This is an optimization exercise on Yosys and OpenROAD, whose aim is small area and a short achievable clock period, not a production implementation.
The RTL was checked by simulation tests, not by an equivalence proof against the original design.

==> design/flow/design.v <==
`default_nettype none
module chain_mod #(
    parameter int BIT_RES   = 32,
    parameter int FRAC_BITS = 23
) (
    input  logic               clk,
    input  logic               reset,
    input  logic [BIT_RES-1:0] numInSide,
    output logic [BIT_RES-1:0] numOutSide,
    input  logic [BIT_RES-1:0] numInTop,
    output logic [BIT_RES-1:0] numOutTop,
    output logic [BIT_RES-1:0] sum
);
    localparam logic [BIT_RES-1:0] c_MAX = {1'b0, {(BIT_RES-1){1'b1}}};
    localparam logic [BIT_RES-1:0] c_MIN = {1'b1, {(BIT_RES-1){1'b0}}};
    logic [BIT_RES-1:0]          r_side;
    logic [BIT_RES-1:0]          r_top;
    logic [BIT_RES-1:0]          r_sum;
    logic signed [2*BIT_RES-1:0] w_prodFull;
    logic signed [2*BIT_RES-1:0] w_prodShift;
    logic [BIT_RES-1:0]          w_prod;
    logic [BIT_RES:0]            w_sumWide;
    logic [BIT_RES-1:0]          w_sumNext;
    assign w_prodFull  = (2*BIT_RES)'($signed(numInSide)) * (2*BIT_RES)'($signed(numInTop));
    assign w_prodShift = w_prodFull >>> FRAC_BITS;
    assign w_sumWide   = {r_sum[BIT_RES-1], r_sum} + {w_prod[BIT_RES-1], w_prod};
    always_comb begin
        w_prod = w_prodShift[BIT_RES-1:0];
        if (w_prodShift[2*BIT_RES-1:BIT_RES-1] != {(BIT_RES+1){w_prodShift[2*BIT_RES-1]}}) begin
            w_prod = w_prodShift[2*BIT_RES-1] ? c_MIN : c_MAX;
        end
        w_sumNext = w_sumWide[BIT_RES-1:0];
        if (w_sumWide[BIT_RES] != w_sumWide[BIT_RES-1]) begin
            w_sumNext = w_sumWide[BIT_RES] ? c_MIN : c_MAX;
        end
    end
    always_ff @(posedge clk) begin
        if (reset) begin
            r_side <= '0;
            r_top  <= '0;
            r_sum  <= '0;
        end else begin
            r_side <= numInSide;
            r_top  <= numInTop;
            r_sum  <= w_sumNext;
        end
    end
    assign numOutSide = r_side;
    assign numOutTop  = r_top;
    assign sum        = r_sum;
endmodule
`default_nettype wire
==> design/flow/run.sh <==
#!/bin/bash
# synth_recipe.tcl (not shown) runs the flow's synth.tcl, then flattens the netlist and writes it again
# the make line also repeats each setting of config.mk as NAME=value (left out here)
make -C /OpenROAD-flow-scripts/flow DESIGN_CONFIG=/design/flow/config.mk WORK_HOME=/design/flow/orfs CLKGATE_MAP_FILE= SYNTH_SCRIPT=/design/flow/synth_recipe.tcl finish
==> design/flow/config.mk <==
export PLATFORM = sky130hd
export DESIGN_NAME = chain_mod
export DESIGN_NICKNAME = chain_mod
export VERILOG_FILES = /design/flow/design.v
export SDC_FILE = /design/flow/constraint.sdc
export NUM_CORES = 4
export LEC_CHECK = 0
export CAP_MARGIN = 20
export CORE_MARGIN = 2
export CORE_UTILIZATION = 55
export SLEW_MARGIN = 20
==> design/flow/constraint.sdc <==
create_clock -name core_clock -period 13.5 [get_ports {clk}]
set_input_delay 2.7000 -clock core_clock [delete_from_list [all_inputs] [get_ports {clk}]]
set_output_delay 2.7000 -clock core_clock [all_outputs]
set_load 0.01 [all_outputs]
==> run notes <==
## what timing repair did
| action | 4_1_cts | 5_1_grt |
|---|---|---|
| setup endpoints to repair | 0 | 32 |
| setup buffers | 0 | 8 |
| gates resized for setup | 0 | 78 |
## worst register-to-register path: stages, from the launching register on
cell	delay, ns
dfxtp_1	0.39
ha_2	0.22
fa_2	0.21
a21oi_1	0.07
o21bai_1	0.22
a211oi_2	0.12
o41ai_2	0.39
nand3_1	0.20
a21oi_2	0.21
o21ai_0	0.10
a21oi_1	0.28
o21bai_2	0.12
buf_6	0.18
o31ai_2	0.23
## cell usage after synthesis (all sizes together), types with 4 or more instances
cell type	instances	share of area
nor2b	67	0.010
inv	969	0.089
ha	212	0.065
o21a	7	0.0013
dfxtp	96	0.047
nand2	558	0.051
nand4	21	0.0040
xnor2	47	0.010
a211oi	9	0.0017
and2	512	0.079
nand2b	15	0.0024
and3	8	0.0012
a21o	56	0.010
xor2	31	0.0069
fa	1082	0.53
nor3b	4	0.00074
o211ai	9	0.0019
nand3	19	0.0023
nor2	84	0.0077
a21boi	6	0.0011
or3	4	0.00077
nor4	7	0.0018
a31oi	8	0.0012
o21bai	14	0.0026
nor3	23	0.0032
clkbuf	211	0.021
o31ai	9	0.0018
buf	23	0.0056
a21oi	86	0.011
o311ai	4	0.0010
o21ai	88	0.011
## logic make-up (layout without fill, tap and decap cells)
logic type | Yosys count | count (layout) | synth area share
and+or+nand+nor | 1334 | 1334 | 0.167
muxes | 2 | 2 | 0.000522
AOI/OAI and AO/OA | 330 | 330 | 0.0545
adders and majority gates | 1294 | 1294 | 0.597
xor gates and xnor gates | 78 | 78 | 0.0170
buffers and inverters | 1204 | 1340 | 0.117
DFF | 96 | 96 | 0.0472
## path summary, 6_finish.rpt
kind	cells after the start	slack, ns	endpoint
max	38	0.48	r_sum[26]
min	3	0.74	r_sum[0]
max reg2reg	13	10.50	r_sum[26]
min reg2reg	3	0.74	r_sum[0]
## through the flow
stage          std cells  setup TNS (ns)
5_1_grt             5433          -0.165
3_5_place_dp        5408          -0.381
4_1_cts             5424               0
2_1_floorplan       4338               0
3_3_place_gp        5408               0
6_report            5433               0
## per-layer routing
metal | global-route usage | vias up | share of wire
li1 | - | 12900 | -
met3 | 0.0314 | 127 | 0.048
met5 | 0 | - | 0
met1 | 0.396 | 15400 | 0.41
met2 | 0.529 | 700 | 0.52
met4 | 0.0696 | 0 | 0.023
## flip-flops by register name, indices dropped and copies added, names as in the netlist
register,cells
r_top,32
r_side,32
r_sum,32
## area by class of cell
| class | instances | area share |
|---|---|---|
| clock buffer | 10 | 0.00507 |
| clock inverter | 6 | 0.00172 |
| inverter | 969 | 0.0806 |
| multi-input combinational | 3038 | 0.759 |
| sequential | 96 | 0.0425 |
| tap | 959 | 0.0266 |
| timing repair buffer | 355 | 0.0840 |
==> flow_summary.toml <==
[timing]
fin_crit_sh = 0.965
period_needed_ns = 13.02
tightest_slew_ns = 0.640
relSlewSlack = 0.573
max_freq_ghz = 0.0768
slew_violations = 0
hold_viol_final = 0
whs_ns = 0.743
setup_ws_ns = 0.476
setup_viol = 0
finalClockSkew_ns = 0.0158

[placement]
gp_congestion = 0.962
numPortBuffers = 161
place_ws_ns = -0.0962
dp_hpwl_um = 91100
dpl_cell_area_sq_um = 44500

[die]
core_area_sq_um = 73100
initial_core_util = 0.557
rows = 99
die-area_sq_um = 76200
io_pins = 162
die_h_um = 276
die_x_um = 276

[routing]
routed_wirelength_um = 108000
drt_iter0_drc = 1625
vias = 29200
final_antenna_net_count = 0
drc = 0
first_pass_iters = 6
wire_per_inst_um = 19.9
vias_per_cell = 5.37

[synthesis]
syn_inst = 4338
synth-edff-count = 0
ys.flop_type = "dfxtp_1"
synth-seq-cells = 96
yosysWarnings = 1
yosysSeqAreaShare = 0.0472
syn-cell-area_sq_um = 40700
syn_avg_cell_area_sq_um = 9.39
synthesis.nets = 5698
async_reset_ff_frac = 0
yosys.cell_types.count = 89

[clocking]
ctsRootBufferMaster = "clkbuf_16"
h-tree-depth = 3
clock_latency_ns = 0.41
cts_tree = "done"
postCtsHoldBufs = 0
clock-sinks = 96
clk_pin_slew_worst_paths_ns = 0.09
cts_made_buffers = 9
clk_path_buf_depth = 2

[grt]
grt_usage = 0.299
grt_pass1_wl_um = 177000
grt_max_degree = 49
overflow = 0
grt_pass1_vias = 31800
antenna_found_initial = 1

[final_layout]
layout_commonest_cell = "fa_1"
nNetsFinal = 5829
nFillCells = 6485
multi_input_area_sq_um = 34300
seq_area_sq_um = 1920
fin_area_sq_um = 45200
post-route-util = 0.618
area_growth_pct = 10.9
layout_common_cells = "1077 x fa_1, 966 x inv_1, 556 x nand2_1"
num_antenna_cells = 0
drive_gt1_frac = 0.0671

[setup_path]
worstSetupPathType = "primary input to register"
slowest_stage = "fa_1"
required_ns = 13.83
slowest_delay_ns = 0.61
worstSetupEndpointType = "register"
worst-endpoint-arrival_ns = 13.35
cp_common_cell = "fa_1"
worstPathMaxFanout = 18
startpoint = "numInTop[9]"
startpoint_type = "primary input"
rr_startpoint = "r_sum[0]"
critPathTopFamily = "adder cells"
cp_num_buf_inv = 7

[worst_hold_path]
worst_hold_path_type = "register to register"
hold_start = "r_sum[0]"

[flow_run]
cap_violations = 0

[run_status]
outcome = "complete, no violations"

-- afterwards: timing with drivers on the ports --
No port has a modelled driver above. Below, the same layout with a new extraction and two added sets of constraints.
Step 1 sets driving cells, clkbuf_16 on the clock port and buf_2 on the other inputs (assumed; they add their load-dependent delay and slew).
Step 2 times the ports against the registers' clock, not the clock port: input delays grow and output delays shrink by t, the midpoint of the rising clock arrivals with the driver on.
a / b / c = no drivers / after step 1 / after step 2; a / b = the first two.
t, ns: 0.472
setup WS [ns]: 0.476 / 0.507 / 0.035
worst hold slack (ns): 0.743 / 0.743 / 0.743
slew at the worst register clock pin (ns): 0.10 / 0.10
worst data-port slew with drivers (ns): 0.04
After both steps this run still meets setup and hold. The setup slack of this run moves by +0.031 ns with the drivers and by -0.441 ns with both steps.
